This design comes from an exercise in tuning for small area, a short achievable clock period and few clock cycles per item on the open sky130 flow, not from production work. In this exercise RTL edits were held to simulation tests only and were not proved equivalent to the original. Power figures rest on the tool's default switching activity, not on a simulated workload.

==> module iob_top, before the edit <==
module iob_top #(
	parameter int MEM_WORDS = 256
) (
	input  logic        clk_sys,
	input  logic        reset,
	input  logic        rx_req,
	input  logic [7:0]  rx_byte,
	output logic        rx_ack,
	output logic        tx_req,
	output logic [7:0]  tx_byte,
	input  logic        tx_ack,
	input  logic        loc_req,
	input  logic        loc_we,
	input  logic [15:0] loc_addr,
	input  logic [15:0] loc_wdata,
	output logic        loc_ack,
	output logic [15:0] loc_rdata,
	output logic [1:0]  loc_status
);
	logic [2:0]  rx_pos;     
	logic        c_ok;       
	logic        c_wr;       
	logic [7:0]  b_a1, b_ahi, b_alo;
	logic [15:0] b_d;        
	logic        fr_rdy;     
	logic [2:0]  tx_pos;     
	logic        t_ok;       
	logic        acc_link, acc_loc, acc_wen, acc_inr;
	logic [15:0] acc_hi, acc_hiw, acc_lo;
	logic [15:0] acc_wd;
	logic [15:0] mem_rdata;
	logic slot_free, take, take_last, loc_load;
	logic f_inr, f_ok, l_inr;
	logic [7:0] a_sel;
	assign slot_free = !fr_rdy || (tx_pos > rx_pos) || (tx_pos == rx_pos && tx_req && tx_ack);
	assign take = rx_req && !rx_ack && slot_free;
	assign take_last = take && (rx_pos == 3'd5);
	assign loc_load = loc_req && !loc_ack && !acc_loc && !take_last;
	assign f_inr = (b_ahi == 8'h00);
	assign f_ok = c_ok && f_inr;
	assign l_inr = (loc_addr[15:8] == 8'h00);
	assign a_sel = take_last ? b_alo : loc_addr[7:0];
	always_ff @(posedge clk_sys) begin
		if (reset) begin
			rx_ack <= 1'b0;
			rx_pos <= 3'd0;
			tx_req <= 1'b0;
			tx_pos <= 3'd0;
			fr_rdy <= 1'b0;
			loc_ack <= 1'b0;
			acc_link <= 1'b0;
			acc_loc <= 1'b0;
		end else begin
			if (take) begin
				rx_ack <= 1'b1;
				rx_pos <= take_last ? 3'd0 : rx_pos + 3'd1;
			end else if (rx_ack && !rx_req)
				rx_ack <= 1'b0;
			if (tx_req) begin
				if (tx_ack) begin
					tx_req <= 1'b0;
					if (tx_pos == 3'd5) begin
						tx_pos <= 3'd0;
						fr_rdy <= 1'b0;
					end else
						tx_pos <= tx_pos + 3'd1;
				end
			end else if (fr_rdy && !tx_ack)
				tx_req <= 1'b1;
			if (take_last)
				fr_rdy <= 1'b1;
			acc_link <= take_last;
			acc_loc <= loc_load;
			if (acc_loc)
				loc_ack <= 1'b1;
			else if (loc_ack && !loc_req)
				loc_ack <= 1'b0;
		end
	end
	always_ff @(posedge clk_sys) begin
		if (take) begin
			case (rx_pos)
				3'd0: begin
					c_ok <= rx_byte[7] && (rx_byte[3:0] == 4'h2 || rx_byte[3:0] == 4'h3);
					c_wr <= rx_byte[3:0] == 4'h2;
				end
				3'd1: b_a1 <= rx_byte;
				3'd2: b_ahi <= rx_byte;
				3'd3: b_alo <= rx_byte;
				3'd4: b_d[15:8] <= rx_byte;
				default: b_d[7:0] <= rx_byte;
			endcase
		end else if (acc_link && !acc_wen)
			b_d <= mem_rdata;  
		if (take_last)
			t_ok <= f_ok;
	end
	always_ff @(posedge clk_sys) begin
		acc_lo <= 16'(1) << a_sel[3:0];
		acc_wd <= take_last ? {b_d[15:8], rx_byte} : loc_wdata;
		acc_inr <= l_inr;
		if (take_last) begin
			acc_hi <= f_ok ? 16'(1) << a_sel[7:4] : 16'h0000;
			acc_hiw <= (f_ok && c_wr) ? 16'(1) << a_sel[7:4] : 16'h0000;
			acc_wen <= f_ok && c_wr;
		end else if (loc_load) begin
			acc_hi <= l_inr ? 16'(1) << a_sel[7:4] : 16'h0000;
			acc_hiw <= (l_inr && loc_we) ? 16'(1) << a_sel[7:4] : 16'h0000;
			acc_wen <= l_inr && loc_we;
		end else begin
			acc_hi <= 16'h0000;
			acc_hiw <= 16'h0000;
			acc_wen <= 1'b0;
		end
	end
	always_ff @(posedge clk_sys) begin
		if (acc_loc) begin
			loc_rdata <= mem_rdata;  
			loc_status <= {!acc_inr, acc_inr};
		end
	end
	bus_mem bus_mem_inst (
		.clk_sys,
		.hi(acc_hi),
		.hiw(acc_hiw),
		.lo(acc_lo),
		.wdata(acc_wd),
		.rdata(mem_rdata)
	);
	always_ff @(posedge clk_sys) begin
		if (!tx_req) begin
			case (tx_pos)
				3'd0: tx_byte <= {6'b000000, c_ok, !t_ok};
				3'd1: tx_byte <= b_a1;
				3'd2: tx_byte <= b_ahi;
				3'd3: tx_byte <= b_alo;
				3'd4: tx_byte <= b_d[15:8];
				default: tx_byte <= b_d[7:0];
			endcase
		end
	end
endmodule
make LEC_CHECK=0 CAP_MARGIN=20 CORE_MARGIN=2 CORE_UTILIZATION=60 CTS_CLUSTER_DIAMETER=50 CTS_CLUSTER_SIZE=30 SETUP_SLACK_MARGIN=3.0 SLEW_MARGIN=20 SYNTH_MEMORY_MAX_BITS=8192 finish   # period 6.0 ns
run.sh (not shown) runs the stock make flow with config.mk's settings and CLKGATE_MAP_FILE= SYNTH_SCRIPT=/design/flow/synth_recipe.tcl, a recipe that flattens the netlist after the stock synthesis.
Testbench counts at the start, summed over its fixed seeds: cycles 7,856, items 1,408.
Rerun with:
--- a/flow/design.v
+++ b/flow/design.v
@@ -58,10 +58,12 @@
 	logic        t_ok;       
 	logic        acc_link, acc_loc, acc_wen, acc_inr;
 	logic [15:0] acc_hi, acc_hiw, acc_lo;
 	logic [15:0] acc_wd;
 	logic [15:0] mem_rdata;
+	logic [15:0] rd_link;     
+	logic        lk_rd;       
 	logic slot_free, take, take_last, loc_load;
 	logic f_inr, f_ok, l_inr;
 	logic [7:0] a_sel;
 	assign slot_free = !fr_rdy || (tx_pos > rx_pos) || (tx_pos == rx_pos && tx_req && tx_ack);
 	assign take = rx_req && !rx_ack && slot_free;
@@ -116,15 +118,21 @@
 					c_wr <= rx_byte[3:0] == 4'h2;
 				end
 				3'd1: b_a1 <= rx_byte;
 				3'd2: b_ahi <= rx_byte;
 				3'd3: b_alo <= rx_byte;
-				3'd4: b_d[15:8] <= rx_byte;
-				default: b_d[7:0] <= rx_byte;
+				default: ;
 			endcase
-		end else if (acc_link && !acc_wen)
-			b_d <= mem_rdata;  
+		end
+		if (take && rx_pos == 3'd4)
+			b_d[15:8] <= rx_byte;
+		else if (lk_rd)
+			b_d[15:8] <= rd_link[15:8];  
+		if (take && rx_pos == 3'd5)
+			b_d[7:0] <= rx_byte;
+		else if (lk_rd)
+			b_d[7:0] <= rd_link[7:0];
 		if (take_last)
 			t_ok <= f_ok;
 	end
 	always_ff @(posedge clk_sys) begin
 		acc_lo <= 16'(1) << a_sel[3:0];
@@ -141,10 +149,15 @@
 		end else begin
 			acc_hi <= 16'h0000;
 			acc_hiw <= 16'h0000;
 			acc_wen <= 1'b0;
 		end
+	end
+	always_ff @(posedge clk_sys) begin
+		if (acc_link)
+			rd_link <= mem_rdata;
+		lk_rd <= acc_link && !acc_wen;
 	end
 	always_ff @(posedge clk_sys) begin
 		if (acc_loc) begin
 			loc_rdata <= mem_rdata;  
 			loc_status <= {!acc_inr, acc_inr};
After rerunning: Power stays flat. Routed wire length drops by 0.85%. Utilization is higher by 0.70 points. Setup slack loses 0.17 ns. Global-route usage rose by 0.29 points. Worst hold slack got worse by 0.069 ns. Sequential cell count rises by 17. Die area stays flat. Register-to-register slack is worse by 0.17 ns.
Testbench counts after the change, summed over its fixed seeds: cycles 7,856, items 1,408.

[separate check: timing with driven ports]
The flow's constraints put no driver on any port. The routed layouts listed below were extracted and timed again, unchanged, in two steps. Step 1 (the two cells are an assumption about what drives the block):
set clk [get_ports {clk_sys}]
set_driving_cell -lib_cell sky130_fd_sc_hd__clkbuf_16 $clk
set_driving_cell -lib_cell sky130_fd_sc_hd__buf_2 [delete_from_list [all_inputs] $clk]
Step 2 moves the port delays by t, midway between the first and last clock arrival at a register: inputs arrive t later, outputs are due t later. That takes back most of the time a late clock gives input paths. Slacks: ideal ports / drivers / drivers and shift; pairs: ideal ports / drivers.
| run | t (ns) | slack for setup (ns) | hold WS [ns] |
|---|---|---|---|
| the first run | 1.069 | 2.739 / 2.739 / 2.357 | 0.450 / 0.450 / 0.450 |
| the second run | 1.076 | 2.573 / 2.573 / 2.145 | 0.381 / 0.381 / 0.381 |
After both steps setup and hold are still met in every run listed. The setup slack of the second run, which loses most, moves by 0.000 ns with the drivers and by -0.428 ns with both steps.
